This design comes from an exercise in tuning for small area on the open sky130 flow, not from production work.
Function was checked by simulation only, so behaviour that the tests miss may differ from the original.
Power figures rest on the tool's default switching activity, not on a simulated workload.

==> design.v <==
module register_file #(
    parameter int DATA_WIDTH = 32,
    parameter int ADDR_WIDTH = 5
) (
    input  logic                  clk,
    input  logic                  reset,
    input  logic [ADDR_WIDTH-1:0] addr_1,
    input  logic [ADDR_WIDTH-1:0] addr_2,
    input  logic [ADDR_WIDTH-1:0] wb_addr,
    input  logic [DATA_WIDTH-1:0] wb_data,
    input  logic                  write,
    output logic [DATA_WIDTH-1:0] data_1,
    output logic [DATA_WIDTH-1:0] data_2
);
    localparam int DEPTH = 2 ** ADDR_WIDTH;
    logic [DATA_WIDTH-1:0] regs [DEPTH];
    logic                  wb_en;
    logic                  bypass_1;
    logic                  bypass_2;
    assign wb_en = reset && write && (wb_addr != '0);
    always_ff @(posedge clk or negedge reset) begin
        if (!reset) begin
            for (int i = 0; i < DEPTH; i++) begin
                regs[i] <= '0;
            end
        end else if (wb_en) begin
            regs[wb_addr] <= wb_data;
        end
    end
    assign bypass_1 = wb_en && (wb_addr == addr_1);
    assign bypass_2 = wb_en && (wb_addr == addr_2);
    assign data_1 = bypass_1           ? wb_data :
                    (addr_1 == '0)     ? '0      : regs[addr_1];
    assign data_2 = bypass_2           ? wb_data :
                    (addr_2 == '0)     ? '0      : regs[addr_2];
endmodule
==> run.sh <==
#!/bin/bash
# synth_recipe.tcl (not shown) runs the flow's synth.tcl, then flattens the netlist and writes it again
# the make line also repeats each setting of config.mk as NAME=value (left out here)
make -C /OpenROAD-flow-scripts/flow DESIGN_CONFIG=/design/flow/config.mk WORK_HOME=/design/flow/orfs CLKGATE_MAP_FILE= SYNTH_SCRIPT=/design/flow/synth_recipe.tcl finish
==> config.mk <==
export PLATFORM = sky130hd
export DESIGN_NAME = register_file
export DESIGN_NICKNAME = register_file
export VERILOG_FILES = /design/flow/design.v
export SDC_FILE = /design/flow/constraint.sdc
export NUM_CORES = 4
export LEC_CHECK = 0
export CAP_MARGIN = 20
export CORE_MARGIN = 2
export CORE_UTILIZATION = 40
export SLEW_MARGIN = 20
==> constraint.sdc <==
create_clock -name core_clock -period 8.0 [get_ports {clk}]
set_input_delay 1.6000 -clock core_clock [delete_from_list [all_inputs] [get_ports {clk}]]
set_output_delay 1.6000 -clock core_clock [all_outputs]
set_load 0.01 [all_outputs]
==> impl_summary.log <==
INFO  metric run_status = finished clean
INFO  metric postCtsHoldBufs = 0
INFO  metric final.hold.worst_slack = 0.5185 ns
INFO  metric root_buffer = sky130_fd_sc_hd__clkbuf_16
INFO  metric worst-endpoint-required = 6.40 ns
INFO  metric clk_path_buf_depth = 3
INFO  metric end_kind = output pin
INFO  metric synthCells = 4528
INFO  metric grt_pass1_wl = 382800 µm
INFO  metric cts_htree_levels = 3
INFO  metric vdd_drop_max = 0.2307 mV
INFO  metric groute.usage.overall = 41.77%
INFO  metric async_flop_share = 100.0%
INFO  metric regMostFlops = regs
INFO  metric tritoncts.num_buffers = 111
INFO  metric area_delta_synth_final = 15.34%
INFO  metric setup_violations = 0
INFO  metric number_of_global_route_vias_before_repair = 45469
INFO  metric drt_drc_violations_left = 0
INFO  metric largest_registers_ranked_by_flip_flop_count = regs x992
INFO  metric final_area = 59880 µm²
INFO  metric synth_seq_cells = 992
INFO  metric cts.reportedPaths.clkPinSlew = 0.06 ns
INFO  metric synth.net_count = 4578
INFO  metric crit_path_time_final = 7.448 ns
INFO  metric synthDominantCellAreaShare = 47.82%
INFO  metric crit_path_start_kind = input pin
INFO  metric rd_place_congestion = 1.036
INFO  metric final-max-slew-violation-count = 0
INFO  metric initial_utilization = 40.20%
INFO  metric layout_worst_path_cycle_share = 93.10%
INFO  metric setup-tns-final = 0 ns
INFO  metric critical_path_arrival = 5.85 ns
INFO  metric die_height = 364.3 µm
INFO  metric clock_sinks = 992
INFO  metric powerDensity = 231.5 nW/µm²
INFO  metric setup.worst_path.class = in2out
INFO  metric yosysWarningCount = 2
INFO  metric grt_start_max_net_pins = 172
INFO  metric worst_pin_slew = 1.274 ns
INFO  metric insertion_delay = 0.75 ns
INFO  metric drt_iter0_drcs = 10257
INFO  metric final_net_count = 4592
INFO  metric vias_per_cell = 7.614
INFO  metric syn_avg_cell_area = 11.47 µm²
INFO  metric number_of_endpoints_with_negative_hold_slack_in_the_final_report = 0
INFO  metric coreArea = 129200 µm²
INFO  metric detail_route.first_pass.iterations = 9
INFO  metric cts.repair_timing.setup_buffer_count = 0
INFO  metric detailed_place_hpwl = 174100 µm
INFO  metric wirelength_per_cell = 44.08 µm
INFO  metric worst_hold_path_type = reg2reg
INFO  metric fin_worst_skew = 0 ns
INFO  metric highest_count_cells_in_the_layout_ignoring_fill_and_taps = 992 x sky130_fd_sc_hd__dfrtp_1, 991 x sky130_fd_sc_hd__mux2_2, 569 x sky130_fd_sc_hd__a22oi_1, 331 x sky130_fd_sc_hd__and3_1, 231 x sky130_fd_sc_hd__buf_4
INFO  metric post_synth_main_area_contributors = sky130_fd_sc_hd__dfrtp_1 48%, sky130_fd_sc_hd__mux2_2 21%, sky130_fd_sc_hd__a22oi_1 8.2%
INFO  metric routed_wl = 282600 µm
INFO  metric cp_max_fo = 34
INFO  metric fmax_achieved = 134.3 MHz
INFO  metric die_w = 364.3 µm
INFO  metric drt.antenna.violating_nets = 0
INFO  metric power.leakage = 27.08 nW
INFO  metric sequential_cell_area_fraction_in_the_yosys_report = 47.82%
INFO  metric layout-drive-gt1-share = 34.85%
INFO  metric most_common_cell_after_layout_fill_and_taps_aside = sky130_fd_sc_hd__dfrtp_1
INFO  metric io_buffer_count = 113
INFO  metric synthesis.area = 51920 µm²
INFO  metric rsz0062_at_grt = false
INFO  metric synth_top_cell_by_area = sky130_fd_sc_hd__dfrtp_1
INFO  metric remaining_global_route_overflow = 0
INFO  metric place_area = 55650 µm²
INFO  metric floorplan.rows = 132
INFO  metric floorplan.io_pins = 114
INFO  metric antenna_violations_before_repair = 24
INFO  metric timing.max_slew.rel_slack = 14.87%
INFO  metric unique_cell_type_count_in_the_yosys_netlist = 81
INFO  metric max_reg_flops = 992
INFO  metric synth_enable_flop_cells = 0
INFO  metric dieArea = 132700 µm²
INFO  metric post_cts_resize_count = 0
INFO  metric cts_tree = built
INFO  metric vias = 48816
INFO  metric max_cap_violations = 0
INFO  metric synthFlopType = sky130_fd_sc_hd__dfrtp_1
-- area by class of cell --
class                      instances  area [µm²]
tap                             1742        2180
clock buffer                     138        3059
antenna                           32       80.08
fill                           11936       69270
sequential                       992       24820
clock inverter                    70       937.1
multi-input combinational       3067       25540
timing repair buffer             364        3233
inverter                           6       22.52
-- metal layers --
| layer | part of all wire, % | wire, µm | global-route usage [%] |
|---|---|---|---|
| met1 | 36 | 102700 | 52.93 |
| met2 | 39 | 109500 | 55.60 |
| met3 | 16 | 44410 | 19.50 |
| met4 | 9.1 | 25780 | 29.16 |
| met5 | 0.060 | 170 | 0.6536 |
-- critical path, stage by stage --
cell and delay [ns]:
sky130_fd_sc_hd__buf_2 0.73, sky130_fd_sc_hd__buf_4 0.44, sky130_fd_sc_hd__nand3b_2 0.27, sky130_fd_sc_hd__nor2_4 0.95, sky130_fd_sc_hd__buf_4 0.45, sky130_fd_sc_hd__a22oi_1 0.11
sky130_fd_sc_hd__nand2_1 0.08, sky130_fd_sc_hd__nor4_1 0.08, sky130_fd_sc_hd__a221oi_2 0.40, sky130_fd_sc_hd__clkdlybuf4s50_1 0.62
-- synthesized netlist by cell type (18+ instances only) --
master	instances
sky130_fd_sc_hd__a2111oi_0	92
sky130_fd_sc_hd__a21oi_1	86
sky130_fd_sc_hd__a221oi_1	37
sky130_fd_sc_hd__a22oi_1	569
sky130_fd_sc_hd__a32oi_1	18
sky130_fd_sc_hd__and3_1	332
sky130_fd_sc_hd__buf_2	195
sky130_fd_sc_hd__buf_4	29
sky130_fd_sc_hd__clkbuf_1	217
sky130_fd_sc_hd__dfrtp_1	992
sky130_fd_sc_hd__mux2_2	991
sky130_fd_sc_hd__nand2_1	170
sky130_fd_sc_hd__nand3_1	134
sky130_fd_sc_hd__nand4_1	113
sky130_fd_sc_hd__nor2_1	72
sky130_fd_sc_hd__nor2_2	22
sky130_fd_sc_hd__nor4_1	65
sky130_fd_sc_hd__o21ai_0	54
sky130_fd_sc_hd__o21ai_1	22
sky130_fd_sc_hd__o31ai_1	34
-- path summary, 6_finish.rpt --
kind	startpoint	to	slack, ns	depth (start not counted)
min in group asynchronous	reset	regs[26][27]	0.72	1
setup / recovery	addr_1[0]	data_1[10]	0.55	10
setup reg to reg	regs[20][21]	regs[20][21]	7.07	1
max in group asynchronous	reset	regs[17][13]	3.44	5
hold reg to reg	regs[3][4]	regs[3][4]	0.52	1
hold / removal	regs[3][4]	regs[3][4]	0.52	1
-- metrics by stage --
step                instances  setup WS, ns  power, mW  utilization [%]
floorplan                4528         3.224      7.116                -
global placement         6161        0.9561      8.081            43.05
detailed placement       6164        0.9504      8.120            43.09
CTS                      6372        0.9416      13.72            46.19
global route             6380        0.7112      14.15            46.30
finish                   6411        0.5523      13.86            46.36
-- power breakdown --
group	internal [mW]	switching [mW]	total (mW)
logic	0.791	0.983	1.77
registers	5.68	0.728	6.41
clock network	3.34	2.34	5.68
-- logic make-up after synthesis --
family                 Yosys count  share of synthesized area, %
buffers and inverters          469                         4.278
XOR/XNOR                        10                        0.1687
flip-flops                     992                         47.82
AND/OR/NAND/NOR               1048                         11.65
multiplexers                  1007                         21.80
AO/OA/AOI/OAI                 1002                         14.29

-- separate check: timing with driven ports --
The flow's constraints put no driver on any port. The routed layout listed below was extracted and timed again, unchanged, in two steps. Step 1, drivers: a clkbuf_16 drives clk and a buf_2 each remaining input, both assumed. Step 2 moves the port delays by t, midway between the first and last clock arrival at a register: inputs arrive t later, outputs are due t later. That takes back most of the time a late clock gives input paths. Slacks: ideal / step 1 / step 2; pairs: ideal / step 1.
t (ns): 0.831
setup slack, ns: 0.552 / 0.509 / 0.509
hold slack, ns: 0.519 / 0.519 / 0.519
worst setup path after step 2: input to output
worst data-port slew with drivers (ns): 0.12
After both steps this run still meets setup and hold. For this run, drivers alone change the setup slack by -0.043 ns; drivers and shift together by -0.043 ns.
